From an optimization exercise on the open Yosys and OpenROAD flow, aimed at small area, a short achievable clock period and few clock cycles per item; shortcuts taken in it are not production practice.
At most, simulation tests tie the RTL to the original design; equivalence was not proved.
No functional check of the RTL was part of runs 1, 2 and 5.
Power figures rest on the tool's default switching activity, not on a simulated workload.

## config.mk

```make
export PLATFORM = sky130hd
export DESIGN_NAME = compact_number_encoder
export DESIGN_NICKNAME = compact_number_encoder
export VERILOG_FILES = /design/flow/design.v
export SDC_FILE = /design/flow/constraint.sdc
export NUM_CORES = 4
export LEC_CHECK = 0
export CAP_MARGIN = 20
export CORE_MARGIN = 2
export CORE_UTILIZATION = 40
export SETUP_SLACK_MARGIN = 5
export SLEW_MARGIN = 20
```

## constraint.sdc

```tcl
create_clock -name core_clock -period 9.0 [get_ports {i_clk}]
set_input_delay 1.8000 -clock core_clock [delete_from_list [all_inputs] [get_ports {i_clk}]]
set_output_delay 1.8000 -clock core_clock [all_outputs]
set_load 0.01 [all_outputs]
```

## design.v

```verilog
package cne_pkg;
    localparam int NUM_TAGS = 6;
    localparam int MAX_BYTES = 9;
    localparam logic [2:0] REG_TAG_ZERO     = 3'd0;
    localparam logic [2:0] REG_TAG_ONE      = 3'd1;
    localparam logic [2:0] REG_TAG_INTEGER  = 3'd2;
    localparam logic [2:0] REG_TAG_HALF     = 3'd3;
    localparam logic [2:0] REG_TAG_SINGLE   = 3'd4;
    localparam logic [2:0] REG_TAG_DOUBLE   = 3'd5;
    typedef struct packed {
        logic [7:0] zero;
        logic [7:0] one;
        logic [7:0] integ;
        logic [7:0] half;
        logic [7:0] single;
        logic [7:0] dbl;
    } t_tags;
endpackage
module cne_front (
    input  logic                i_clk,
    input  logic                i_func,
    input  logic [31:0]         i_int_value,
    input  logic [63:0]         i_real_bits,
    input  logic                i_is_double,
    input  cne_pkg::t_tags      i_tags,
    output logic                o_last1,
    output logic [7:0]          o_byte0,
    output logic [63:0]         o_pay,
    output logic [3:0]          o_rem,
    output logic                o_cy,
    output logic                o_inv
);
    logic        ds;
    logic [10:0] de;
    logic [51:0] dm;
    logic [5:0]  de6;
    logic [63:0] dw;
    assign ds = i_real_bits[63];
    assign de = i_real_bits[62:52];
    assign dm = i_real_bits[51:0];
    assign de6 = de[5:0];
    assign dw = {31'd0, 1'b1, dm[51:20]};
    logic [63:0] hsel, gsel;
    always_comb begin
        for (int k = 0; k < 64; k++) begin
            hsel[k] = dw[(30 - k) & 63];
            gsel[k] = dw[(9 - k) & 63];
        end
    end
    logic hb, gb;
    assign hb = hsel[de6];
    assign gb = gsel[de6];
    logic [32:0] mki, mks;
    always_comb begin
        for (int k = 0; k < 33; k++) begin
            mki[k] = de6[5] ? ((k < 31) || (k == 31 && !de6[0]))
                            : ((k < 30) && (de6 < 6'(30 - k)));
            mks[k] = (de6 == 6'd0) ? (k < 9) : ((k < 10) || (de6 < 6'(73 - k)));
        end
    end
    logic sti, sts;
    assign sti = (|dm[19:0]) | (|(dw[32:0] & mki));
    assign sts = (|dm[19:0]) | (|(dw[32:0] & mks));
    logic d_exact, d_w8, d_zero, d_one, d_int, d_half;
    always_comb begin
        if (&de) d_exact = ~|dm;                                    
        else if (de >= 11'd897 && de <= 11'd1150) d_exact = ~|dm[28:0];   
        else if (de >= 11'd872 && de <= 11'd896) d_exact = ~gb & ~sts;   
        else d_exact = 1'b0;                                         
    end
    assign d_w8 = i_is_double & ~d_exact;
    assign d_zero = ~|i_real_bits[62:0];
    assign d_one = (i_real_bits == 64'h3ff0000000000000);
    assign d_int = (de >= 11'd1023) && (de <= 11'd1053) && !hb && !sti
                   && ((de <= 11'd1042) || d_w8);
    assign d_half = (de >= 11'd1022) && (de <= 11'd1052) && hb && !sti
                    && ((de <= 11'd1041) || d_w8);
    logic d_lt4;
    assign d_lt4 = i_int_value[31] ? (&i_int_value[31:4] & |i_int_value[3:0])
                                   : ~|i_int_value[31:4];
    logic [63:0] r_bits;
    logic        r_func, r_zero, r_one, r_int, r_half, r_w8, r_sts, r_last;
    always_ff @(posedge i_clk) begin
        r_bits <= {i_real_bits[63:32], i_func ? i_real_bits[31:0] : i_int_value};
        r_func <= i_func;
        r_zero <= d_zero;
        r_one  <= d_one;
        r_int  <= d_int;
        r_half <= d_half;
        r_w8   <= d_w8;
        r_sts  <= sts;
        r_last <= i_func ? (d_zero | d_one) : d_lt4;
    end
    assign o_last1 = r_last;
    logic        s;
    logic [10:0] e;
    logic [51:0] m;
    logic [31:0] iv;
    assign s = r_bits[63];
    assign e = r_bits[62:52];
    assign m = r_bits[51:0];
    assign iv = r_bits[31:0];
    logic        neg;
    logic [3:0]  lo4;
    logic        lt4, lt12, lt20, lt28;
    logic [2:0]  n0;
    assign neg = iv[31];
    assign lo4 = (iv[3:0] ^ {4{neg}}) + {3'd0, neg};
    assign lt4  = neg ? (&iv[31:4]  & |iv[3:0])  : ~|iv[31:4];
    assign lt12 = neg ? (&iv[31:12] & |iv[11:0]) : ~|iv[31:12];
    assign lt20 = neg ? (&iv[31:20] & |iv[19:0]) : ~|iv[31:20];
    assign lt28 = neg ? (&iv[31:28] & |iv[27:0]) : ~|iv[31:28];
    assign n0 = lt4 ? 3'd0 : lt12 ? 3'd1 : lt20 ? 3'd2 : lt28 ? 3'd3 : 3'd4;
    logic [63:0] w, rot;
    logic [32:0] yi;
    logic [23:0] ys;
    assign w = {31'd0, 1'b1, m[51:20]};
    assign rot = (w << e[5:0]) | (w >> (7'd64 - {1'b0, e[5:0]}));
    assign yi = rot[62:30];
    assign ys = rot[32:9];
    logic        e_max, nrm, ovf, sub;
    logic [30:0] f_pre;
    logic        rup;
    assign e_max = &e;
    assign nrm = (e >= 11'd897) && (e <= 11'd1150);
    assign ovf = (e >= 11'd1151) && !e_max;
    assign sub = (e >= 11'd872) && (e <= 11'd896);
    always_comb begin
        f_pre = 31'd0;
        rup = 1'b0;
        if (e_max) begin
            f_pre = {8'hff, |m, m[50:29]};
        end else if (nrm) begin
            f_pre = {~e[7], e[6:0], m[51:29]};
            rup = m[28] & ((|m[27:0]) | m[29]);
        end else if (ovf) begin
            f_pre = {8'hff, 23'd0};
        end else if (sub) begin
            f_pre = {8'd0, ys[23:1]};
            rup = ys[0] & (r_sts | ys[1]);
        end
    end
    logic [31:0] mag;
    logic [2:0]  nhi, nhh;
    logic [3:0]  ri, rh;
    assign mag = r_half ? yi[31:0] : yi[32:1];
    assign nhi = (e < 11'd1027) ? 3'd0 : (e < 11'd1035) ? 3'd1 : (e < 11'd1043) ? 3'd2
               : (e < 11'd1051) ? 3'd3 : 3'd4;
    assign nhh = (e < 11'd1026) ? 3'd0 : (e < 11'd1034) ? 3'd1 : (e < 11'd1042) ? 3'd2
               : (e < 11'd1050) ? 3'd3 : 3'd4;
    assign ri = (e < 11'd1027) ? 4'd1 : (e < 11'd1035) ? 4'd2 : (e < 11'd1043) ? 4'd3
              : (e < 11'd1051) ? 4'd4 : 4'd5;
    assign rh = (e < 11'd1026) ? 4'd1 : (e < 11'd1034) ? 4'd2 : (e < 11'd1042) ? 4'd3
              : (e < 11'd1050) ? 4'd4 : 4'd5;
    always_comb begin
        o_pay = r_bits;
        o_cy = 1'b0;
        o_inv = 1'b0;
        if (!r_func) begin
            o_byte0 = {~neg, n0, lo4};
            o_pay[31:0] = {{4{neg}}, iv[31:4]};
            o_rem = {1'b0, n0};
            o_cy = neg & ~|iv[3:0];
            o_inv = neg;
        end else if (r_zero) begin
            o_byte0 = i_tags.zero;
            o_rem = 4'd0;
        end else if (r_one) begin
            o_byte0 = i_tags.one;
            o_rem = 4'd0;
        end else if (r_int || r_half) begin
            o_byte0 = r_half ? i_tags.half : i_tags.integ;
            o_pay[39:0] = {4'd0, mag[31:4], ~s, r_half ? nhh : nhi, mag[3:0]};
            o_rem = r_half ? rh : ri;
        end else if (!r_w8) begin
            o_byte0 = i_tags.single;
            o_pay[31:0] = {s, f_pre};
            o_rem = 4'd4;
            o_cy = rup;
        end else begin
            o_byte0 = i_tags.dbl;
            o_rem = 4'd8;
        end
    end
endmodule
module cne_back (
    input  logic           i_clk,
    input  logic           i_rst_n,
    input  logic           i_ld,
    input  logic [7:0]     i_byte0,
    input  logic [63:0]    i_pay,
    input  logic [3:0]     i_rem,
    input  logic           i_cy,
    input  logic           i_inv,
    output logic           o_near,
    output logic           o_strobe,
    output logic [7:0]     o_out_byte,
    output logic           o_last_byte
);
    logic [63:0] r_sh;
    logic [3:0]  r_rem;
    logic        r_cy;
    logic        r_inv;
    logic [7:0]  x;
    assign o_near = (r_rem[3:1] == 3'd0);
    assign x = r_sh[7:0] ^ {8{r_inv}};
    always_ff @(posedge i_clk) begin
        if (!i_rst_n) begin
            r_rem <= 4'd0;
            o_strobe <= 1'b0;
        end else if (i_ld) begin
            r_rem <= i_rem;
            o_strobe <= 1'b1;
        end else begin
            if (r_rem != 4'd0) r_rem <= r_rem - 4'd1;
            o_strobe <= (r_rem != 4'd0);
        end
    end
    always_ff @(posedge i_clk) begin
        if (i_ld) begin
            o_out_byte <= i_byte0;
            o_last_byte <= (i_rem == 4'd0);
            r_sh <= i_pay;
            r_cy <= i_cy;
            r_inv <= i_inv;
        end else begin
            o_out_byte <= x + {7'd0, r_cy};
            o_last_byte <= (r_rem == 4'd1);
            r_sh <= {r_sh[63:56], r_sh[63:8]};
            r_cy <= r_cy & (&x);
        end
    end
endmodule
module compact_number_encoder (
    input  logic                i_clk,
    input  logic                i_rst_n,
    input  logic                start,
    output logic                busy,
    input  logic                i_func,
    input  logic signed [31:0]  i_int_value,
    input  logic [63:0]         i_real_bits,
    input  logic                i_is_double,
    output logic                o_strobe,
    output logic [7:0]          o_out_byte,
    output logic                o_last_byte,
    input  logic                psel,
    input  logic                penable,
    input  logic                pwrite,
    input  logic [4:0]          paddr,
    input  logic [31:0]         pwdata,
    output logic [31:0]         prdata,
    output logic                pready
);
    cne_pkg::t_tags r_tags;
    logic [7:0]     r_rd;
    logic [7:0]     byte0;
    logic [63:0]    pay;
    logic [3:0]     rem;
    logic           cy, inv;
    logic           r_v1, last1, near;
    assign pready = 1'b1;
    always_ff @(posedge i_clk) begin
        if (!i_rst_n) begin
            r_tags <= {8'd0, 8'd1, 8'd2, 8'd3, 8'd4, 8'd5};
        end else if (psel && penable && pwrite) begin
            case (paddr[4:2])
                cne_pkg::REG_TAG_ZERO:    r_tags.zero   <= pwdata[7:0];
                cne_pkg::REG_TAG_ONE:     r_tags.one    <= pwdata[7:0];
                cne_pkg::REG_TAG_INTEGER: r_tags.integ  <= pwdata[7:0];
                cne_pkg::REG_TAG_HALF:    r_tags.half   <= pwdata[7:0];
                cne_pkg::REG_TAG_SINGLE:  r_tags.single <= pwdata[7:0];
                cne_pkg::REG_TAG_DOUBLE:  r_tags.dbl    <= pwdata[7:0];
                default: ;
            endcase
        end
    end
    always_ff @(posedge i_clk) begin
        case (paddr[4:2])
            cne_pkg::REG_TAG_ZERO:    r_rd <= r_tags.zero;
            cne_pkg::REG_TAG_ONE:     r_rd <= r_tags.one;
            cne_pkg::REG_TAG_INTEGER: r_rd <= r_tags.integ;
            cne_pkg::REG_TAG_HALF:    r_rd <= r_tags.half;
            cne_pkg::REG_TAG_SINGLE:  r_rd <= r_tags.single;
            cne_pkg::REG_TAG_DOUBLE:  r_rd <= r_tags.dbl;
            default:                  r_rd <= 8'd0;
        endcase
    end
    assign prdata = {24'd0, r_rd};
    always_ff @(posedge i_clk) begin
        if (!i_rst_n) r_v1 <= 1'b0;
        else r_v1 <= start && !busy;
    end
    assign busy = (r_v1 && !last1) || !near;
    cne_front u_front (
        .i_clk       (i_clk),
        .i_func      (i_func),
        .i_int_value (i_int_value),
        .i_real_bits (i_real_bits),
        .i_is_double (i_is_double),
        .i_tags      (r_tags),
        .o_last1     (last1),
        .o_byte0     (byte0),
        .o_pay       (pay),
        .o_rem       (rem),
        .o_cy        (cy),
        .o_inv       (inv)
    );
    cne_back u_back (
        .i_clk       (i_clk),
        .i_rst_n     (i_rst_n),
        .i_ld        (r_v1),
        .i_byte0     (byte0),
        .i_pay       (pay),
        .i_rem       (rem),
        .i_cy        (cy),
        .i_inv       (inv),
        .o_near      (near),
        .o_strobe    (o_strobe),
        .o_out_byte  (o_out_byte),
        .o_last_byte (o_last_byte)
    );
endmodule
```

## run.sh

```bash
#!/bin/bash
# synth_recipe.tcl (not shown) runs the flow's synth.tcl, then flattens the netlist and writes it again
# the make line also repeats each setting of config.mk as NAME=value (left out here)
make -C /OpenROAD-flow-scripts/flow DESIGN_CONFIG=/design/flow/config.mk WORK_HOME=/design/flow/orfs CLKGATE_MAP_FILE= SYNTH_SCRIPT=/design/flow/synth_recipe.tcl finish
```

==> flow_metrics.tcl, run 1 <==
set metrics [dict create \
    synth_flop_cell "dfxtp_1" \
    synth_edf_count 9 \
    cp_top_family "compound AO/OA/AOI/OAI gates" \
    via_per_inst 6.73 \
    required_ns 9.43 \
    cts.sinks 209 \
    antenna_found_initial 2 \
    synth-async-reset-ratio_pct 0 \
    ir_drop_mv 0.129 \
    yosysSeqAreaShare_pct 25.0 \
    grt_overflow 0 \
    clockBufferDepth 3 \
    grt_pass1_vias 16500 \
    start_util_pct 40.6 \
    crit_path_start_kind "register" \
    die_area_sq_mm 0.0444 \
    power.total_uw 3470 \
    cpPeakStageDelay_ns 0.68 \
    io_pins 185 \
    finalSetupTns_ns 0 \
    skew_ns 0.0337 \
    path_cells "inv_1, buf_4, ha_2, ha_1, buf_6, mux4_2, nand2_1, a31oi_1, a222oi_1, o21ai_0, a221o_1" \
    dp_hpwl_mm 51.4 \
    wirelength_mm 74.1 \
    layout-drive-gt1-share_pct 16.0 \
    p_per_area_mw_per_mm2 177 \
    critPathBufInv 3 \
    report.final.slew_viol_count 0 \
    post-route-util_pct 46.6 \
    hp-class "reg -> reg" \
    fp.dieW_um 211 \
    status "no timing/DRC/antenna violations" \
    cp_max_fo 33 \
    max_cap_violations 0 \
    grt_first_pass_wirelength_mm 109 \
    min_period_ns 3.96 \
    grtUsageTotal_pct 32.6 \
    path_class "reg -> reg" \
    grt_max_degree 74 \
    placedCellCount 2518 \
    cp-end-kind "register" \
    synth_top_area_cell "dfxtp_1" \
    rsz0062_at_grt "true" \
    cts_tree "built" \
    p_leak_uw 0.00693 \
    multi_input_area_sq_mm 0.0118 \
    setup_viol 0 \
    drtIter0Drc 2297 \
    synth-seq-cells 209 \
    timing.final.hold_violations 0 \
    arrival_ns 4.39 \
    clkSlewWorstSetupHoldPaths_ns 0.07 \
    final_antenna_net_count 0 \
    wl_per_cell_um 28.8 \
    h-tree-depth 1 \
    syn_avg_cell_area_sq_um 8.59 \
    synth.distinct_cells 97 \
    ff_latch_area_sq_mm 0.00429 \
    die_h_um 211 \
    layout.nets 2170 \
    fillers 4109 \
    ys_warn_count 3 \
    core-area_sq_mm 0.0420 \
    clock_latency_ns 0.57 \
    portBuffers 133 \
    numCtsBuffers 25 \
    yosysTopAreaCellShare_pct 23.5 \
    stdcell_count 2575 \
    syn-cell-area_sq_mm 0.0171 \
    vias 17300 \
    first_pass_iters 8 \
    antenna_cells 0 \
    fmax_mhz 252 \
    fin_hold_ws_ns 0.434 \
    slew_headroom_pct 21.0 \
    gp_congestion 1.01 \
    drc 0 \
    cp_slowest_cell "a222oi_1" \
    num_rows 75 \
    synth.area.top_cells "dfxtp_1 (23%), mux4_2 (9.6%), mux2i_1 (8.6%)" \
    fin_crit_sh_pct 44.0 \
    cts_hold_buf 0 \
    synthCells 1988 \
    syn2layout_area_growth_pct 14.8 \
    cts-root-buf "clkbuf_16" \
    worstMarginPinSlew_ns 1.18 \
]
## per-stage QoR
| step | cell area, sq um | setup WS [ns] |
|---|---|---|
| 2_1_floorplan | 17200 | 5.27 |
| 3_3_place_gp | 18500 | 4.01 |
| 3_5_place_dp | 18500 | 4.06 |
| 4_1_cts | 19500 | 4.95 |
| 5_1_grt | 19600 | 4.99 |
| 6_report | 19600 | 5.04 |
## state kept, by name, summed over array words and instances (netlist names), 4 cells and up
signal and flops:
r_rd 8, u_back.r_rem 4, u_front.r_bits 64, u_back.o_out_byte 8, u_back.r_sh 64, r_tags 48
## final cells by class
class | instances | share of cell area (%)
Sequential cell | 209 | 21.9
Inverter | 33 | 0.721
Timing Repair Buffer | 193 | 9.55
Clock inverter | 12 | 0.760
Clock buffer | 34 | 3.63
Multi-Input combinational cell | 1555 | 60.0
Tap cell | 539 | 3.44
## synth_stat cells (29+ instances only)
master	instances
buf_4	34
dfxtp_1	200
o22ai_1	29
mux2_2	96
nor4_1	41
nand3_1	33
buf_2	30
a211oi_1	29
a21oi_1	114
nor2b_1	80
nor3_1	41
mux4_2	73
o21ai_0	96
clkbuf_1	126
mux2i_1	146
nand2_1	164
nor2_1	139
## placed cells by master (no fill, tap or decap), types with 13 or more instances in the layout
master           netlist  layout
xnor2_1               16      16
buf_4                 34      50
nor2_1               139     138
nor2b_1               80      80
conb_1                 2      25
o211ai_1              18      18
nor3_1                41      41
nand3_1               33      33
nand2_1              164     164
a221oi_1              21      21
inv_1                 28      27
o22ai_1               29      29
clkdlybuf4s50_1        0     131
a21oi_1              114     113
mux4_2                73      73
dfxtp_1              200     194
a22oi_1               13      13
o21ai_0               96      96
nand2b_1              26      26
o221ai_1              14      14
a211oi_1              29      28
clkbuf_16              0      26
mux2_2                96      96
a31oi_1               28      28
nand4_1               25      25
mux2i_1              146     146
nor4_1                41      41
## where the power goes
part / switching (uW) / internal [uW] / total, uW
sequential: 158 / 1100 / 1260
clock: 438 / 621 / 1060
combinational: 643 / 509 / 1150
total: 1240 / 2230 / 3470
## routing by layer
layer  vias to the layer above  routed length [um]  track usage, %
met2                      1138               31500            48.6
met1                      8389               31000            45.3
li1                       7580                   -               -
met5                         -                   0               0
met3                       224                7990            7.30
met4                         0                3550            13.8
## cells by family (layout without fill, tap and decap cells)
kind of cell / count (synthesis) / count (layout) / share of synthesized area (%)
compound gates: 536 / 536 / 21.7
xor+xnor: 22 / 22 / 1.13
fa+ha+maj: 14 / 14 / 0.997
buf+inv: 247 / 272 / 7.00
flops: 209 / 209 / 25.0
mux: 315 / 315 / 24.5
other cells: 2 / 25 / 0.0440
simple gates: 643 / 643 / 19.5
## worst paths after layout
| path | from | to | slack [ns] | depth (start not counted) |
|---|---|---|---|---|
| setup / recovery | u_front.r_bits[52]$_DFF_P_ | u_back.r_sh[4]$_DFF_P_ | 5.04 | 11 |
| hold / removal | u_back.r_sh[44]$_DFF_P_ | u_back.r_sh[36]$_DFF_P_ | 0.43 | 1 |
| setup reg to reg | u_front.r_bits[52]$_DFF_P_ | u_back.r_sh[4]$_DFF_P_ | 5.04 | 11 |
| hold reg to reg | u_back.r_sh[44]$_DFF_P_ | u_back.r_sh[36]$_DFF_P_ | 0.43 | 1 |
## what timing repair did
| item | in CTS | in global routing |
|---|---|---|
| pin swaps | 1 | 1 |
| hold endpoints to repair | 0 | 0 |
| setup endpoints to repair | 27 | 19 |
| gates resized for setup | 14 | 12 |
| buffers inserted | 6 | 4 |
==> run 2, diff against run 1 <==
==> flow/run.sh (new file) <==
#!/bin/bash
# Standard ORFS layout, with the port buffers made from buf_2 cells instead of
# the default delay-buffer cells (every port still gets its own buffer).
set -euo pipefail
export BUFFER_PORTS_ARGS="-buffer_cell sky130_fd_sc_hd__buf_2"
bash standard.sh synth > synth.log 2>&1
bash standard.sh finish > finish.log 2>&1
==> standard.sh (new file) <==
#!/bin/bash
# synth_recipe.tcl (not shown) runs the flow's synth.tcl, then flattens the netlist and writes it again
# the make line also repeats each setting of config.mk as NAME=value (left out here)
make -C /OpenROAD-flow-scripts/flow DESIGN_CONFIG=/design/flow/config.mk WORK_HOME=/design/flow/orfs CLKGATE_MAP_FILE= SYNTH_SCRIPT=/design/flow/synth_recipe.tcl "${@:-finish}"
removed: run.sh
==> run 2 against run 1 <==
  * Critical path type unchanged
  * Routed wire length down 2.7%
  * Global-route usage down 0.89 points
  * Fmax down 1.8%
  * Sequential share of layout area up 1.0 points
  * Critical endpoint unchanged
  * Total power down 2.1%
  * First-iteration DRC count down 7.5%
  * Synthesized area unchanged
  * Via count down 0.54%
  * Flip-flop and latch count unchanged
  * Critical path depth unchanged
  * Clock skew down 0.019 ns
==> flow_metrics.tcl, run 2 <==
set metrics [dict create \
    post-route-util_pct 44.5 \
    finalSetupTns_ns 0 \
    h-tree-depth 1 \
    critPathBufInv 3 \
    clock_latency_ns 0.56 \
    cts-root-buf "clkbuf_16" \
    globalRouteMet1Util_pct 43.9 \
    layout-drive-gt1-share_pct 21.8 \
    syn2layout_area_growth_pct 9.59 \
    rsz0062_at_grt "true" \
    drtIter0Drc 2125 \
    cts_hold_buf 0 \
    hp-class "reg -> reg" \
    numCtsBuffers 25 \
    grt_max_degree 81 \
    timing.rr.start "u_front.r_bits[52]$_DFF_P_" \
    dp_slack_ns 4.09 \
    fmax_mhz 248 \
    min_period_ns 4.04 \
    fin_crit_sh_pct 44.9 \
    cp-end-kind "register" \
    path_cells "inv_1, buf_6, ha_2, ha_4, buf_4, mux4_2, nand2_1, a31oi_1, a222oi_1, o21ai_0, a221o_1" \
    status "no timing/DRC/antenna violations" \
    portBuffers 133 \
    synthCells 1988 \
    p_per_area_mw_per_mm2 182 \
    min_from "u_back.r_sh[47]$_DFF_P_" \
    fp.dieW_um 211 \
    layout.nets 2152 \
    wirelength_mm 72.1 \
    yosysTopAreaCellShare_pct 23.5 \
    crit_start "u_front.r_bits[52]$_DFF_P_" \
    top_regs "u_back.r_sh (64), u_front.r_bits (64), r_tags (48)" \
    multi_input_area_sq_mm 0.0117 \
    synth-seq-cells 209 \
    timing.final.hold_violations 0 \
    synth.area.top_cells "dfxtp_1 (23%), mux4_2 (9.6%), mux2i_1 (8.6%)" \
    core-area_sq_mm 0.0420 \
    max_cap_violations 0 \
    arrival_ns 4.48 \
    final_common_cell "dfxtp_1" \
    wl_per_cell_um 28.2 \
    ir_drop_mv 0.146 \
    drc 0 \
    synth_top_area_cell "dfxtp_1" \
    worstMarginPinSlew_ns 1.23 \
    required_ns 9.45 \
    ys_warn_count 3 \
    syn-cell-area_sq_mm 0.0171 \
    slew_headroom_pct 17.4 \
    path_class "reg -> reg" \
    yosysSeqAreaShare_pct 25.0 \
    setup_viol 0 \
    use_met3_pct 6.78 \
    gp_congestion 1.00 \
    die_h_um 211 \
    first_pass_iters 6 \
    via_per_inst 6.74 \
    die_area_sq_mm 0.0444 \
    clockBufferDepth 3 \
    grt-busiest-layer "met2" \
    layout_setup_ws_ns 4.96 \
    grt_first_pass_wirelength_mm 107 \
    skew_ns 0.0151 \
    grt_overflow 0 \
    syn_avg_cell_area_sq_um 8.59 \
    grtUsageTotal_pct 31.7 \
    synth.distinct_cells 97 \
    layout_common_cells "dfxtp_1 (193), nand2_1 (164), mux2i_1 (146)" \
    synth_edf_count 9 \
    cp_slowest_cell "a222oi_1" \
    dp_hpwl_mm 50.3 \
    crit_path_start_kind "register" \
    start_util_pct 40.6 \
    grt_pass1_vias 16300 \
    vias 17200 \
    antenna_found_initial 3 \
    io_pins 185 \
    cp_max_fo 30 \
    cts.sinks 209 \
    num_rows 75 \
    synth_flop_cell "dfxtp_1" \
    cpPeakStageDelay_ns 0.62 \
    yosys.cell_count.top_type "dfxtp_1" \
    grt_use_met2_pct 47.1 \
    final_antenna_net_count 0 \
    synth_common_cells "dfxtp_1 (200), nand2_1 (164), mux2i_1 (146)" \
    report.final.slew_viol_count 0 \
    synth-async-reset-ratio_pct 0 \
    p_leak_uw 0.00682 \
    ff_latch_area_sq_mm 0.00429 \
    fillers 4165 \
    clkSlewWorstSetupHoldPaths_ns 0.07 \
    cts_tree "built" \
    cp_top_family "compound AO/OA/AOI/OAI gates" \
]
==> run 2: cell count changes in the layout (fill, tap and decap cells not counted), sizes merged <==
cell	change
clkbuf	-6
dlymetal6s2s	-2
inv	+1
clkinvlp	-1
buf	+116
clkdlybuf4s50	-131
clkinv	+4
diode	+1
==> run 2: final timing paths <==
path / to / slack [ns] / cells after the start
max: u_back.r_sh[4]$_DFF_P_ / 4.96 / 11
min: u_back.r_sh[39]$_DFF_P_ / 0.43 / 1
max reg2reg: u_back.r_sh[4]$_DFF_P_ / 4.96 / 11
min reg2reg: u_back.r_sh[39]$_DFF_P_ / 0.43 / 1
==> run 2: layout make-up <==
| cell class | instances | share of cell area [%] |
|---|---|---|
| Antenna cell | 1 | 0.0134 |
| Clock buffer | 29 | 3.64 |
| Clock inverter | 16 | 0.963 |
| Inverter | 33 | 0.662 |
| Multi-Input combinational cell | 1555 | 62.7 |
| Sequential cell | 209 | 22.9 |
| Tap cell | 539 | 3.60 |
| Timing Repair Buffer | 175 | 5.46 |
==> run 2: what timing repair did <==
item	in CTS	in global routing
pin swaps	2	1
resized for setup	6	6
buffers inserted	2	0
setup endpoints to repair	25	10
==> run 2: cells by family (layout without fill, tap and decap cells) <==
family | count (synthesis) | count (layout) | share of synthesized area [%]
fa+ha+maj | 14 | 14 | 0.997
buf+inv | 247 | 253 | 7.00
flops | 209 | 209 | 25.0
xor+xnor | 22 | 22 | 1.13
mux | 315 | 315 | 24.5
compound gates | 536 | 536 | 21.7
simple gates | 643 | 643 | 19.5
other cells | 2 | 26 | 0.0440
==> run 2: stage by stage <==
stage	cells	hold WS [ns]	power (uW)	instance area (sq um)
after detailed placement	2509	0.416	2320	17800
after floorplan	2011	0.403	1940	17200
after global routing	2556	0.441	3530	18700
after global placement	2509	0.416	2310	17700
final	2557	0.432	3400	18700
after CTS	2556	0.437	3380	18700
==> run 2: where the power goes <==
part	internal (uW)	leakage, uW	switching, uW
sequential	1100	0.00175	167
combinational	445	0.00466	625
clock	612	0.000416	446
total	2160	0.00682	1240
==> run 2: metal layers <==
layer  routed length (um)  up-vias
met3                 7660      203
met5                    0        -
met1                29900     8374
met4                 3870        0
met2                30700     1111
li1                     -     7549
==> run 3, diff against run 2 <==
--- a/design.v
+++ b/design.v
@@ -40,6 +40,10 @@
     assign dm = i_real_bits[51:0];
     assign de6 = de[5:0];
     assign dw = {31'd0, 1'b1, dm[51:20]};
+    logic [5:0] d_amt, d_amt_i, d_amt_s;
+    assign d_amt_i = 6'd30 - de6;
+    assign d_amt_s = 6'd9 - de6;
+    assign d_amt = (de >= 11'd1022) ? d_amt_i : d_amt_s;
     logic [63:0] hsel, gsel;
     always_comb begin
         for (int k = 0; k < 64; k++) begin
@@ -61,33 +65,25 @@
     logic sti, sts;
     assign sti = (|dm[19:0]) | (|(dw[32:0] & mki));
     assign sts = (|dm[19:0]) | (|(dw[32:0] & mks));
-    logic d_exact, d_w8, d_zero, d_one, d_int, d_half;
-    always_comb begin
-        if (&de) d_exact = ~|dm;                                    
-        else if (de >= 11'd897 && de <= 11'd1150) d_exact = ~|dm[28:0];   
-        else if (de >= 11'd872 && de <= 11'd896) d_exact = ~gb & ~sts;   
-        else d_exact = 1'b0;                                         
-    end
-    assign d_w8 = i_is_double & ~d_exact;
+    logic d_zero, d_one;
     assign d_zero = ~|i_real_bits[62:0];
     assign d_one = (i_real_bits == 64'h3ff0000000000000);
-    assign d_int = (de >= 11'd1023) && (de <= 11'd1053) && !hb && !sti
-                   && ((de <= 11'd1042) || d_w8);
-    assign d_half = (de >= 11'd1022) && (de <= 11'd1052) && hb && !sti
-                    && ((de <= 11'd1041) || d_w8);
     logic d_lt4;
     assign d_lt4 = i_int_value[31] ? (&i_int_value[31:4] & |i_int_value[3:0])
                                    : ~|i_int_value[31:4];
     logic [63:0] r_bits;
-    logic        r_func, r_zero, r_one, r_int, r_half, r_w8, r_sts, r_last;
+    logic [5:0]  r_amt;
+    logic        r_func, r_dbl, r_zero, r_one, r_hb, r_gb, r_sti, r_sts, r_last;
     always_ff @(posedge i_clk) begin
         r_bits <= {i_real_bits[63:32], i_func ? i_real_bits[31:0] : i_int_value};
         r_func <= i_func;
+        r_amt  <= d_amt;
+        r_dbl  <= i_is_double;
         r_zero <= d_zero;
         r_one  <= d_one;
-        r_int  <= d_int;
-        r_half <= d_half;
-        r_w8   <= d_w8;
+        r_hb   <= hb;
+        r_gb   <= gb;
+        r_sti  <= sti;
         r_sts  <= sts;
         r_last <= i_func ? (d_zero | d_one) : d_lt4;
     end
@@ -111,13 +107,22 @@
     assign lt20 = neg ? (&iv[31:20] & |iv[19:0]) : ~|iv[31:20];
     assign lt28 = neg ? (&iv[31:28] & |iv[27:0]) : ~|iv[31:28];
     assign n0 = lt4 ? 3'd0 : lt12 ? 3'd1 : lt20 ? 3'd2 : lt28 ? 3'd3 : 3'd4;
-    logic [63:0] w, rot;
     logic [32:0] yi;
     logic [23:0] ys;
-    assign w = {31'd0, 1'b1, m[51:20]};
-    assign rot = (w << e[5:0]) | (w >> (7'd64 - {1'b0, e[5:0]}));
-    assign yi = rot[62:30];
-    assign ys = rot[32:9];
+    assign yi = {1'b1, m[51:20]} >> r_amt;
+    assign ys = yi[23:0];
+    logic exact, r_w8, r_int, r_half;
+    always_comb begin
+        if (&e) exact = ~|m;                                       
+        else if (e >= 11'd897 && e <= 11'd1150) exact = ~|m[28:0];   
+        else if (e >= 11'd872 && e <= 11'd896) exact = ~r_gb & ~r_sts;  
+        else exact = 1'b0;                                         
+    end
+    assign r_w8 = r_dbl & ~exact;
+    assign r_int = (e >= 11'd1023) && (e <= 11'd1053) && !r_hb && !r_sti
+                   && ((e <= 11'd1042) || (r_dbl && |m[28:0]));
+    assign r_half = (e >= 11'd1022) && (e <= 11'd1052) && r_hb && !r_sti
+                    && ((e <= 11'd1041) || (r_dbl && |m[28:0]));
     logic        e_max, nrm, ovf, sub;
     logic [30:0] f_pre;
     logic        rup;
==> run 3 against run 2 <==
  * Global-route usage decreased by 3.9 points
  * Register-to-register slack better by 0.22 ns
  * Die area shrank 18%
  * Flip-flop and latch count rose by 7
  * First-iteration DRC count is 30% lower
  * Utilization rose by 0.87 points
  * Cell count fell by 17%
  * Non-clock buffer count down 20
  * Critical endpoint is now u_front.r_sts$_DFF_P_
  * Critical path type is now in -> reg
==> flow_metrics.tcl, run 3 <==
set metrics [dict create \
    drtIter0Drc 1493 \
    antenna_found_initial 0 \
    grt_first_pass_wirelength_mm 78.1 \
    fmax_mhz 259 \
    final_area_sq_mm 0.0156 \
    slew_headroom_pct 22.8 \
    final_antenna_net_count 0 \
    numCtsBuffers 24 \
    synth_edf_count 9 \
    report.final.slew_viol_count 0 \
    portBuffers 133 \
    setup_viol 0 \
    p_per_area_mw_per_mm2 205 \
    wl_per_cell_um 24.4 \
    dp_hpwl_mm 36.7 \
    fp.dieW_um 191 \
    grt_max_degree 64 \
    vias 13500 \
    max_cap_violations 0 \
    die_area_sq_mm 0.0363 \
    hp-class "reg -> reg" \
    stdcell_count 2127 \
    p_leak_uw 0.00577 \
    clkSlewWorstSetupHoldPaths_ns 0.06 \
    arrival_ns 4.24 \
    placed_area_sq_mm 0.0147 \
    final_common_cell "dfxtp_1" \
    synth.area.top_cells "dfxtp_1 (30%), mux4_2 (7.1%), mux2i_1 (6.3%)" \
    synth_flop_cell "dfxtp_1" \
    synthCells 1596 \
    grtUsageTotal_pct 27.9 \
    synth.distinct_cells 90 \
    layout.nets 1807 \
    cts_hold_buf 0 \
    syn_avg_cell_area_sq_um 8.73 \
    clock_latency_ns 0.53 \
    h-tree-depth 1 \
    ir_drop_mv 0.144 \
    multi_input_area_sq_mm 0.00882 \
    status "no timing/DRC/antenna violations" \
    synth_common_cells "dfxtp_1 (207), nand2_1 (113), nor2_1 (107)" \
    cts.sinks 216 \
    crit_path_start_kind "input pin" \
    syn-cell-area_sq_mm 0.0139 \
    synth-async-reset-ratio_pct 0 \
    cp-end-kind "register" \
    via_per_inst 6.37 \
    top_regs "u_back.r_sh (64), u_front.r_bits (64), r_tags (48)" \
    grt_pass1_vias 12800 \
    cp_max_fo 28 \
    antenna_cells 0 \
    first_pass_iters 8 \
    start_util_pct 40.4 \
    cts_tree "built" \
    layout_common_cells "dfxtp_1 (204), buf_2 (130), nand2_1 (113)" \
    fillers 3434 \
    die_h_um 191 \
    io_pins 185 \
    worstMarginPinSlew_ns 1.15 \
    clockBufferDepth 3 \
    placedCellCount 2080 \
    ys_warn_count 3 \
    wirelength_mm 51.9 \
    yosysTopAreaCellShare_pct 29.7 \
    cts-root-buf "clkbuf_16" \
    synth-seq-cells 216 \
    layout-drive-gt1-share_pct 20.8 \
    rsz0062_at_grt "false" \
    gp_congestion 0.961 \
    skew_ns 0.00912 \
    finalSetupTns_ns 0 \
    synth_top_area_cell "dfxtp_1" \
    required_ns 9.38 \
    grt_overflow 0 \
    num_rows 68 \
    min_period_ns 3.86 \
    path_class "in -> reg" \
    yosys.cell_count.top_type "dfxtp_1" \
    yosysSeqAreaShare_pct 31.7 \
    power.total_uw 3210 \
    ff_latch_area_sq_mm 0.00442 \
    syn2layout_area_growth_pct 12.2 \
    timing.final.hold_violations 0 \
    fin_crit_sh_pct 42.9 \
    core-area_sq_mm 0.0345 \
    drc 0 \
]
## run 3: cell types whose count changed in the layout (fill, tap and decap cells not counted), sizes merged, moves of 21 or more
cell,before,now
mux2i,146,87
nor2,140,108
nand2,165,113
mux2,96,75
buf,175,154
mux4,73,44
## run 3: power by group
part	total [uW]	internal, uW	switching (uW)
logic	879	369	510
clock network	1030	618	410
registers	1300	1140	162
## run 3: layout make-up
cell class	instances	share of cell area, %
Timing Repair Buffer	155	5.41
Inverter	40	0.984
Timing Repair inverter	1	0.0320
Tap cell	455	3.64
Clock inverter	16	1.18
Sequential cell	216	28.3
Clock buffer	27	4.05
Multi-Input combinational cell	1217	56.4
## run 3: what timing repair did
action / CTS / global route
gates cloned: 1 / 1
endpoints found under the setup margin: 10 / 29
resized for setup: 5 / 6
pin swaps: 0 / 1
setup buffers: 1 / 1
## run 3: layer usage
| metal | up-vias | wire length [um] | GRT usage (%) |
|---|---|---|---|
| met5 | - | 0 | 0 |
| met4 | 0 | 2450 | 11.8 |
| met3 | 157 | 4360 | 3.92 |
| met2 | 733 | 23000 | 43.6 |
| met1 | 6540 | 22100 | 38.4 |
| li1 | 6109 | - | - |
## run 3: path summary, 6_finish.rpt
path                                 start  cells after the start                 endpoint  slack, ns
setup / recovery           i_real_bits[52]                      9    u_front.r_sts$_DFF_P_       5.14
hold / removal     u_back.r_sh[48]$_DFF_P_                      1  u_back.r_sh[40]$_DFF_P_       0.45
setup reg to reg  u_front.r_amt[0]$_DFF_P_                      8   u_back.r_sh[3]$_DFF_P_       5.18
hold reg to reg    u_back.r_sh[48]$_DFF_P_                      1  u_back.r_sh[40]$_DFF_P_       0.45
## run 3: critical path, cell delays in order
cell and delay [ns]:
buf_4 0.32, inv_1 0.28, ha_2 0.36, nand2b_1 0.17, a22o_1 0.23, a211oi_1 0.36
o221ai_1 0.17, o31ai_1 0.39, nand4_1 0.14
## run 3: stage by stage
step                      worst slack [ns]  hold slack [ns]  utilization (%)
final                                 5.14            0.452             45.4
after global routing                  5.01            0.470             45.4
after CTS                             5.07            0.457             45.2
after detailed placement              4.22            0.443             42.8
after global placement                4.21            0.437             42.8
after floorplan                       5.16            0.408                -
## run 3: logic make-up after synthesis
logic type      after synthesis  share of synthesized area, %
fa+ha+maj                    11                         0.988
flops                       216                          31.7
simple gates                503                          18.3
compound gates              447                          21.9
xor+xnor                     24                          1.51
mux                         206                          19.5
buf+inv                     187                          6.06
other cells                   2                        0.0539
Testbench counts of run 3, summed over its fixed seeds: cycles 14,733, items 3,200.
==> run 4, diff against run 3 <==
==> flow/run.sh (replaced) <==
#!/bin/bash
# Standard ORFS layout with two changes: the port buffers are buf_2 cells
# instead of the default delay-buffer cells (every port still gets its own
# buffer), and timing repair aims for 6 ns of setup slack.
set -euo pipefail
export BUFFER_PORTS_ARGS="-buffer_cell sky130_fd_sc_hd__buf_2"
bash standard.sh SETUP_SLACK_MARGIN=6 synth > synth.log 2>&1
bash standard.sh SETUP_SLACK_MARGIN=6 finish > finish.log 2>&1
--- a/config.mk
+++ b/config.mk
@@ -8,5 +8,4 @@
 export CAP_MARGIN = 20
 export CORE_MARGIN = 2
 export CORE_UTILIZATION = 40
-export SETUP_SLACK_MARGIN = 5
 export SLEW_MARGIN = 20
==> run 4 against run 3 <==
  * Sequential share of layout area down 3.0 points
  * Register-to-register slack better by 0.69 ns
  * Via count increased by 5.8%
  * Design area up 13%
  * Synthesized area is the same
  * Non-clock buffer count increased by 96
  * Fmax increased by 21%
  * Synthesized cell count stayed put
==> flow_metrics.tcl, run 4 <==
set metrics [dict create \
    status "no timing/DRC/antenna violations" \
    synth_top_area_cell "dfxtp_1" \
    syn-cell-area_sq_mm 0.0139 \
    layout-drive-gt1-share_pct 31.6 \
    required_ns 7.20 \
    synth.area.top_cells "dfxtp_1 (30%), mux4_2 (7.1%), mux2i_1 (6.3%)" \
    synth-async-reset-ratio_pct 0 \
    synthCells 1596 \
    dp_hpwl_mm 36.7 \
    timing.rr.start "u_front.r_bits[55]$_DFF_P_" \
    yosys.cell_count.top_type "dfxtp_1" \
    rsz0062_at_grt "true" \
    worstMarginPinSlew_ns 0.916 \
    synth-seq-cells 216 \
    cts-root-buf "clkbuf_16" \
    yosysSeqAreaShare_pct 31.7 \
    multi_input_area_sq_mm 0.00964 \
    syn2layout_area_growth_pct 26.6 \
    cpPeakStageDelay_ns 0.37 \
    cts.sinks 216 \
    synth.distinct_cells 90 \
    h-tree-depth 1 \
    report.final.slew_viol_count 0 \
    antenna_found_initial 0 \
    drc 0 \
    fmax_mhz 313 \
    ys_warn_count 3 \
    crit_start "r_v1$_SDFF_PN0_" \
    syn_avg_cell_area_sq_um 8.73 \
    fp.dieW_um 191 \
    setup_viol 0 \
    numCtsBuffers 24 \
    synth_edf_count 9 \
    clock_latency_ns 0.54 \
    skew_ns 0.0165 \
    die_area_sq_mm 0.0363 \
    yosysTopAreaCellShare_pct 29.7 \
    top_regs "u_back.r_sh (64), u_front.r_bits (64), r_tags (48)" \
    layout.nets 1904 \
    cp_slowest_cell "dfxtp_4" \
    arrival_ns 1.40 \
    via_per_inst 6.44 \
    fin_hold_ws_ns 0.455 \
    drtIter0Drc 1640 \
    finalSetupTns_ns 0 \
    grtUsageTotal_pct 29.6 \
    core-area_sq_mm 0.0345 \
    r2r_end "u_back.r_sh[3]$_DFF_P_" \
    r2r.worst_path.cells 10 \
    cp_max_fo 2 \
    use_met3_pct 5.52 \
    die_h_um 191 \
    fin_crit_sh_pct 35.5 \
    cts_tree "built" \
    cts_hold_buf 0 \
    first_pass_iters 8 \
    slew_headroom_pct 38.8 \
    synth_common_cells "dfxtp_1 (207), nand2_1 (113), nor2_1 (107)" \
    grt-busiest-layer "met2" \
    cp-endpoint "busy" \
    grt_max_degree 72 \
    ir_drop_mv 0.125 \
    min_period_ns 3.20 \
    p_leak_uw 0.00655 \
    placedCellCount 2079 \
    post-route-util_pct 51.2 \
    start_util_pct 40.4 \
    wl_per_cell_um 25.1 \
    clkSlewWorstSetupHoldPaths_ns 0.06 \
    grt_use_met2_pct 47.2 \
    io_pins 185 \
    synth_flop_cell "dfxtp_1" \
    layout_common_cells "dfxtp_1 (188), buf_2 (126), nand2_1 (109)" \
    final_antenna_net_count 0 \
    gp_congestion 0.993 \
    min_path_cells 1 \
    max_cap_violations 0 \
    fillers 3233 \
    globalRouteMet1Util_pct 38.6 \
    clockBufferDepth 3 \
    hp-class "reg -> reg" \
    crit_path_start_kind "register" \
    wirelength_mm 55.9 \
    path_cells "clkinvlp_4, o211ai_1, buf_4, buf_6" \
    path_class "reg -> out" \
    regToRegSetupSlack_ns 5.87 \
    antenna_cells 0 \
    grt_first_pass_wirelength_mm 83.0 \
    stdcell_count 2223 \
    cp-end-kind "output port" \
    final_common_cell "dfxtp_1" \
    grt_overflow 0 \
    p_per_area_mw_per_mm2 190 \
    num_rows 68 \
    grt_pass1_vias 13700 \
    ff_latch_area_sq_mm 0.00446 \
    portBuffers 133 \
    timing.final.hold_violations 0 \
    vias 14300 \
    power.total_uw 3360 \
]
==> run 4: cell counts after synthesis <==
No cell type changed its count.
==> run 4: stage by stage <==
step | worst slack (ns) | instance area [sq um]
floorplan | 5.77 | 14200
global placement | 4.37 | 14800
detailed placement | 4.40 | 14800
CTS | 5.79 | 16800
global route | 5.74 | 17600
finish | 5.80 | 17600
==> run 4: worst min-delay path by stage <==
stage	from	to	slack, ns
2_1_floorplan	u_back.r_sh[44]$_DFF_P_	u_back.r_sh[36]$_DFF_P_	0.41
3_3_place_gp	u_back.r_sh[15]$_DFF_P_	u_back.r_sh[7]$_DFF_P_	0.44
3_5_place_dp	u_back.r_sh[53]$_DFF_P_	u_back.r_sh[45]$_DFF_P_	0.44
4_1_cts	u_back.r_sh[53]$_DFF_P_	u_back.r_sh[45]$_DFF_P_	0.46
5_1_grt	u_back.r_sh[53]$_DFF_P_	u_back.r_sh[45]$_DFF_P_	0.48
6_report	u_back.r_sh[53]$_DFF_P_	u_back.r_sh[45]$_DFF_P_	0.45
==> run 4: layout make-up <==
| cell class | instances | area share, % |
|---|---|---|
| clock inverters | 9 | 0.766 |
| inverters | 40 | 0.979 |
| repair inverters | 1 | 0.0284 |
| well taps | 455 | 3.23 |
| multi-input cells | 1218 | 54.6 |
| flip-flops and latches | 216 | 25.3 |
| repair buffers | 251 | 11.1 |
| clock buffers | 33 | 3.94 |
==> run 4: cell families after synthesis <==
family	count (synthesis)	synth area share, %
DFF	216	31.7
muxes	206	19.5
AOI/OAI and AO/OA	447	21.9
buffers and inverters	187	6.06
xor gates and xnor gates	24	1.51
other	2	0.0539
and+or+nand+nor	503	18.3
adders and majority gates	11	0.988
==> run 4: report_power, final <==
| part | total, uW | leakage (uW) | internal (uW) | switching (uW) |
|---|---|---|---|---|
| Clock | 1030 | 0.000411 | 624 | 407 |
| Combinational | 1050 | 0.00433 | 452 | 598 |
| Sequential | 1280 | 0.00181 | 1140 | 138 |
==> run 4: metal layers <==
metal | share of wire, % | wire length (um) | up-vias
li1 | - | - | 6297
met1 | 41 | 22800 | 6962
met2 | 44 | 24800 | 863
met3 | 9.3 | 5190 | 204
met4 | 5.4 | 3040 | 0
met5 | 0 | 0 | -
==> run 4: repair_timing <==
action | 4_1_cts | 5_1_grt
endpoints found under the hold margin | 0 | 0
cloned | 8 | 3
setup endpoints to repair | 90 | 54
resized for setup | 133 | 85
pin swaps | 32 | 53
setup buffers | 55 | 36
==> run 4: critical path, delay by kind of cell (launching register included) <==
kind	cells	cell delay, ns
compound gates	1	0.15
flops	1	0.37
buf+inv	3	0.35
==> run 5, diff against run 4 <==
--- a/design.v
+++ b/design.v
@@ -23,7 +23,8 @@
     input  logic [63:0]         i_real_bits,
     input  logic                i_is_double,
     input  cne_pkg::t_tags      i_tags,
-    output logic                o_last1,
+    output logic                o_dlast,
+    output logic                o_le2,
     output logic [7:0]          o_byte0,
     output logic [63:0]         o_pay,
     output logic [3:0]          o_rem,
@@ -73,7 +74,7 @@
                                    : ~|i_int_value[31:4];
     logic [63:0] r_bits;
     logic [5:0]  r_amt;
-    logic        r_func, r_dbl, r_zero, r_one, r_hb, r_gb, r_sti, r_sts, r_last;
+    logic        r_func, r_dbl, r_zero, r_one, r_hb, r_gb, r_sti, r_sts;
     always_ff @(posedge i_clk) begin
         r_bits <= {i_real_bits[63:32], i_func ? i_real_bits[31:0] : i_int_value};
         r_func <= i_func;
@@ -85,9 +86,8 @@
         r_gb   <= gb;
         r_sti  <= sti;
         r_sts  <= sts;
-        r_last <= i_func ? (d_zero | d_one) : d_lt4;
     end
-    assign o_last1 = r_last;
+    assign o_dlast = i_func ? (d_zero | d_one) : d_lt4;
     logic        s;
     logic [10:0] e;
     logic [51:0] m;
@@ -187,6 +187,7 @@
             o_rem = 4'd8;
         end
     end
+    assign o_le2 = (o_rem[3:1] == 3'd0);
 endmodule
 module cne_back (
     input  logic           i_clk,
@@ -197,7 +198,7 @@
     input  logic [3:0]     i_rem,
     input  logic           i_cy,
     input  logic           i_inv,
-    output logic           o_near,
+    output logic           o_near2,
     output logic           o_strobe,
     output logic [7:0]     o_out_byte,
     output logic           o_last_byte
@@ -207,7 +208,7 @@
     logic        r_cy;
     logic        r_inv;
     logic [7:0]  x;
-    assign o_near = (r_rem[3:1] == 3'd0);
+    assign o_near2 = (r_rem <= 4'd2);
     assign x = r_sh[7:0] ^ {8{r_inv}};
     always_ff @(posedge i_clk) begin
         if (!i_rst_n) begin
@@ -262,7 +263,7 @@
     logic [63:0]    pay;
     logic [3:0]     rem;
     logic           cy, inv;
-    logic           r_v1, last1, near;
+    logic           r_v1, r_busy, dlast, le2, near2;
     assign pready = 1'b1;
     always_ff @(posedge i_clk) begin
         if (!i_rst_n) begin
@@ -292,10 +293,15 @@
     end
     assign prdata = {24'd0, r_rd};
     always_ff @(posedge i_clk) begin
-        if (!i_rst_n) r_v1 <= 1'b0;
-        else r_v1 <= start && !busy;
+        if (!i_rst_n) begin
+            r_v1 <= 1'b0;
+            r_busy <= 1'b0;
+        end else begin
+            r_v1 <= start && !r_busy;
+            r_busy <= (start && !r_busy && !dlast) || (r_v1 ? !le2 : !near2);
+        end
     end
-    assign busy = (r_v1 && !last1) || !near;
+    assign busy = r_busy;
     cne_front u_front (
         .i_clk       (i_clk),
         .i_func      (i_func),
@@ -303,7 +309,8 @@
         .i_real_bits (i_real_bits),
         .i_is_double (i_is_double),
         .i_tags      (r_tags),
-        .o_last1     (last1),
+        .o_dlast     (dlast),
+        .o_le2       (le2),
         .o_byte0     (byte0),
         .o_pay       (pay),
         .o_rem       (rem),
@@ -319,7 +326,7 @@
         .i_rem       (rem),
         .i_cy        (cy),
         .i_inv       (inv),
-        .o_near      (near),
+        .o_near2     (near2),
         .o_strobe    (o_strobe),
         .o_out_byte  (o_out_byte),
         .o_last_byte (o_last_byte)
==> flow/run.sh (replaced) <==
#!/bin/bash
# Standard ORFS layout with two changes: the port buffers are buf_2 cells
# instead of the default delay-buffer cells (every port still gets its own
# buffer), and timing repair aims for 7 ns of setup slack.
set -euo pipefail
export BUFFER_PORTS_ARGS="-buffer_cell sky130_fd_sc_hd__buf_2"
bash standard.sh SETUP_SLACK_MARGIN=7 synth > synth.log 2>&1
bash standard.sh SETUP_SLACK_MARGIN=7 finish > finish.log 2>&1
==> run 5 against run 4 <==
  * Utilization increased by 7.1 points
  * Register-to-register slack improved by 0.11 ns
  * Design area increased by 14%
  * Die area increased by 1.4%
  * Worst setup slack got worse by 0.11 ns
  * Largest cell class unchanged
==> flow_metrics.tcl, run 5 <==
set metrics [dict create \
    synth_common_cells "dfxtp_1 (207), nor2_1 (108), nand2_1 (96)" \
    fillers 2962 \
    cp-end-kind "register" \
    antenna_cells 0 \
    power.internal_uw 2170 \
    grtUsageTotal_pct 32.5 \
    arrival_ns 3.73 \
    synth_fa_ha_area_share_pct 1.06 \
    synth_top_area_cell "dfxtp_1" \
    status "no timing/DRC/antenna violations" \
    finalSetupTns_ns 0 \
    grt_max_degree 86 \
    fin_crit_sh_pct 36.8 \
    cp-endpoint "r_busy$_SDFF_PN0_" \
    worstMarginPinSlew_ns 1.01 \
    seqPwrFrac_pct 37.9 \
    min_path_cells 2 \
    dp_hpwl_mm 38.6 \
    synth-seq-cells 216 \
    min_period_ns 3.31 \
    core-area_sq_mm 0.0346 \
    timing.rr.start "u_front.r_bits[29]$_DFF_P_" \
    wirelength_mm 61.6 \
    drtIter0Drc 1843 \
    layout.nets 1967 \
    start_util_pct 40.8 \
    drc 0 \
    syn_avg_cell_area_sq_um 8.96 \
    cts.sinks 216 \
    crit_start "i_real_bits[38]" \
    final_antenna_net_count 0 \
    required_ns 9.42 \
    slew_headroom_pct 32.4 \
    cts_tree "built" \
    final_common_cell "dfxtp_1" \
    p_per_area_mw_per_mm2 162 \
    rsz0062_at_grt "true" \
    synthCells 1577 \
    p_sw_share_pct 33.6 \
    synth.area.mux_share_pct 19.7 \
    setup_viol 0 \
    wl_per_cell_um 26.9 \
    h-tree-depth 1 \
    via_per_inst 6.53 \
    crit_path_start_kind "input pin" \
    p_leak_uw 0.00760 \
    layout-drive-gt1-share_pct 43.1 \
    synth.area.top_cells "dfxtp_1 (29%), mux4_2 (7.7%), mux2_2 (6.3%)" \
    grt_pass1_vias 14300 \
    io_pins 185 \
    first_pass_iters 7 \
    fmax_mhz 302 \
    grt_first_pass_wirelength_mm 90.1 \
    report.final.slew_viol_count 0 \
    cp_max_fo 5 \
    cts_hold_buf 0 \
    hp-class "reg -> reg" \
    fp.dieW_um 192 \
    num_rows 68 \
    p_switching_uw 1100 \
    vias 14900 \
    synth_top_family_by_area "compound AO/OA/AOI/OAI gates" \
    combinationalPowerShare_pct 30.5 \
    ir_drop_mv 0.172 \
    skew_ns 0.0110 \
    top_regs "u_back.r_sh (64), u_front.r_bits (64), r_tags (48)" \
    yosysSeqAreaShare_pct 31.2 \
    r2r.worst_path.cells 9 \
    clockBufferDepth 3 \
    cts-root-buf "clkbuf_16" \
    die_area_sq_mm 0.0368 \
    yosysTopAreaCellShare_pct 29.3 \
    synth_flop_cell "dfxtp_1" \
    layout_setup_ws_ns 5.69 \
    synth.distinct_cells 88 \
    r2r_end "u_back.o_out_byte[6]$_DFF_P_" \
    numCtsBuffers 25 \
    clock_latency_ns 0.54 \
    syn-cell-area_sq_mm 0.0141 \
    yosys.cell_count.top_type "dfxtp_1" \
    path_class "in -> reg" \
    ys_warn_count 3 \
    dp_slack_ns 4.34 \
    synth_xor_area_share_pct 1.55 \
    layout_common_cells "dfxtp_1 (159), buf_4 (109), buf_2 (97)" \
    clkSlewWorstSetupHoldPaths_ns 0.06 \
    synth_simple_gate_area_share_pct 18.1 \
    clkPwrFrac_pct 31.6 \
    synth-async-reset-ratio_pct 0 \
    syn2layout_area_growth_pct 42.7 \
    synth_compound_area_share_pct 22.3 \
    synth_edf_count 9 \
    grt_overflow 0 \
    timing.final.hold_violations 0 \
    portBuffers 133 \
    max_cap_violations 0 \
    gp_congestion 0.975 \
    regToRegSetupSlack_ns 5.98 \
    die_h_um 192 \
    antenna_found_initial 0 \
]
==> run 5: changes by cell type in the layout (fill, tap and decap cells not counted), moves of 15 or more <==
cell and change:
mux2_4 +42, buf_12 +20, o21ai_0 -33, dfxtp_1 -29, o21ai_1 +15, nand2_1 -22, buf_2 -29, buf_6 +51
nor3_1 -19, a21oi_1 -18, dfxtp_2 +25, buf_4 +18, mux2_2 -38
==> run 5: layout make-up <==
class | count | area, sq um | share of cell area, %
Clock inverter | 18 | 184 | 0.912
Clock buffer | 28 | 647 | 3.21
Timing Repair Buffer | 333 | 3400 | 16.9
Sequential cell | 216 | 4510 | 22.4
Multi-Input combinational cell | 1203 | 10700 | 53.0
Inverter | 33 | 155 | 0.769
Timing Repair inverter | 2 | 12.5 | 0.0621
Tap cell | 455 | 569 | 2.82
==> run 5: worst min-delay path by stage <==
stage | start | to | slack, ns
2_1_floorplan | u_back.r_sh[42]$_DFF_P_ | u_back.r_sh[34]$_DFF_P_ | 0.41
3_3_place_gp | u_back.r_sh[40]$_DFF_P_ | u_back.r_sh[32]$_DFF_P_ | 0.42
3_5_place_dp | u_back.r_sh[40]$_DFF_P_ | u_back.r_sh[32]$_DFF_P_ | 0.42
4_1_cts | u_back.r_sh[40]$_DFF_P_ | u_back.r_sh[32]$_DFF_P_ | 0.43
5_1_grt | u_back.r_sh[45]$_DFF_P_ | u_back.r_sh[37]$_DFF_P_ | 0.45
6_report | u_back.r_sh[40]$_DFF_P_ | u_back.r_sh[32]$_DFF_P_ | 0.44
==> run 5: logic make-up (layout without fill, tap and decap cells) <==
family                     count (synthesis)  count (layout)
and+or+nand+nor                          471             473
AOI/OAI and AO/OA                        460             460
DFF                                      216             216
muxes                                    208             208
buffers and inverters                    183             414
xor gates and xnor gates                  25              25
adders and majority gates                 12              12
other                                      2              25
==> run 5: power by group through the flow <==
stage	logic, uW	clock network, uW	registers, uW
finish	998	1030	1240
global route	1060	1080	1250
CTS	931	1050	1230
detailed placement	785	0	1250
global placement	780	0	1250
floorplan	595	0	1200
==> run 5: worst max-delay path, cell delays in order <==
cell	delay [ns]
buf_8	0.11
or3_4	0.36
or4_4	0.45
nor3_4	0.12
nand4_1	0.11
buf_6	0.17
a21o_4	0.20
a221o_1	0.29
o2bb2ai_1	0.12
==> run 5: per-layer routing <==
metal	GRT usage (%)	up-vias	share of wire (%)
li1	-	6494	-
met1	41.4	7230	39
met2	51.7	944	45
met3	6.96	268	9.8
met4	16.7	0	6.4
met5	0.137	-	0
==> run 5: per-stage QoR <==
stage	hold WS [ns]	total power, uW	std cells	utilization [%]	cell area [sq um]
final	0.440	3270	2288	58.2	20200
after global routing	0.449	3390	2288	58.2	20200
after CTS	0.425	3210	2244	55.8	19300
after detailed placement	0.419	2040	2053	45.0	15600
after global placement	0.421	2030	2053	45.0	15600
after floorplan	0.406	1790	1600	-	15500
==> run 5: timing repair <==
action                                  CTS  global route
endpoints found under the setup margin  179           143
cloned                                   17             1
gates resized for setup                 323           111
buffers inserted                        128            43
pin swaps                               125            89

## static timing again, ports no longer ideal
The results above use ideal ports. As a check the final layouts listed here were re-extracted and re-timed, cells and wires unchanged.
Step 1, drivers: a clkbuf_16 drives i_clk and a buf_2 each remaining input, both assumed.
Step 2 also shifts input and output timing later by t, the mid clock arrival at the registers, as if the neighbouring blocks saw the same clock.
Slacks: no drivers / after step 1 / after step 2; pairs: no drivers / after step 1.
run | t, ns | setup WS [ns] | worst setup path after step 2
run 1 | 0.609 | 5.036 / 5.036 / 4.532 | input to register
run 2 | 0.611 | 4.963 / 4.963 / 4.551 | input to register
run 3 | 0.585 | 5.138 / 5.081 / 4.581 | input to register
run 4 | 0.589 | 5.802 / 5.746 / 5.223 | input to register
run 5 | 0.596 | 5.690 / 5.710 / 5.114 | input to register
After both steps every run listed still meets setup and hold. For run 4, which loses most, drivers alone change the setup slack by -0.056 ns; drivers and shift together by -0.579 ns.
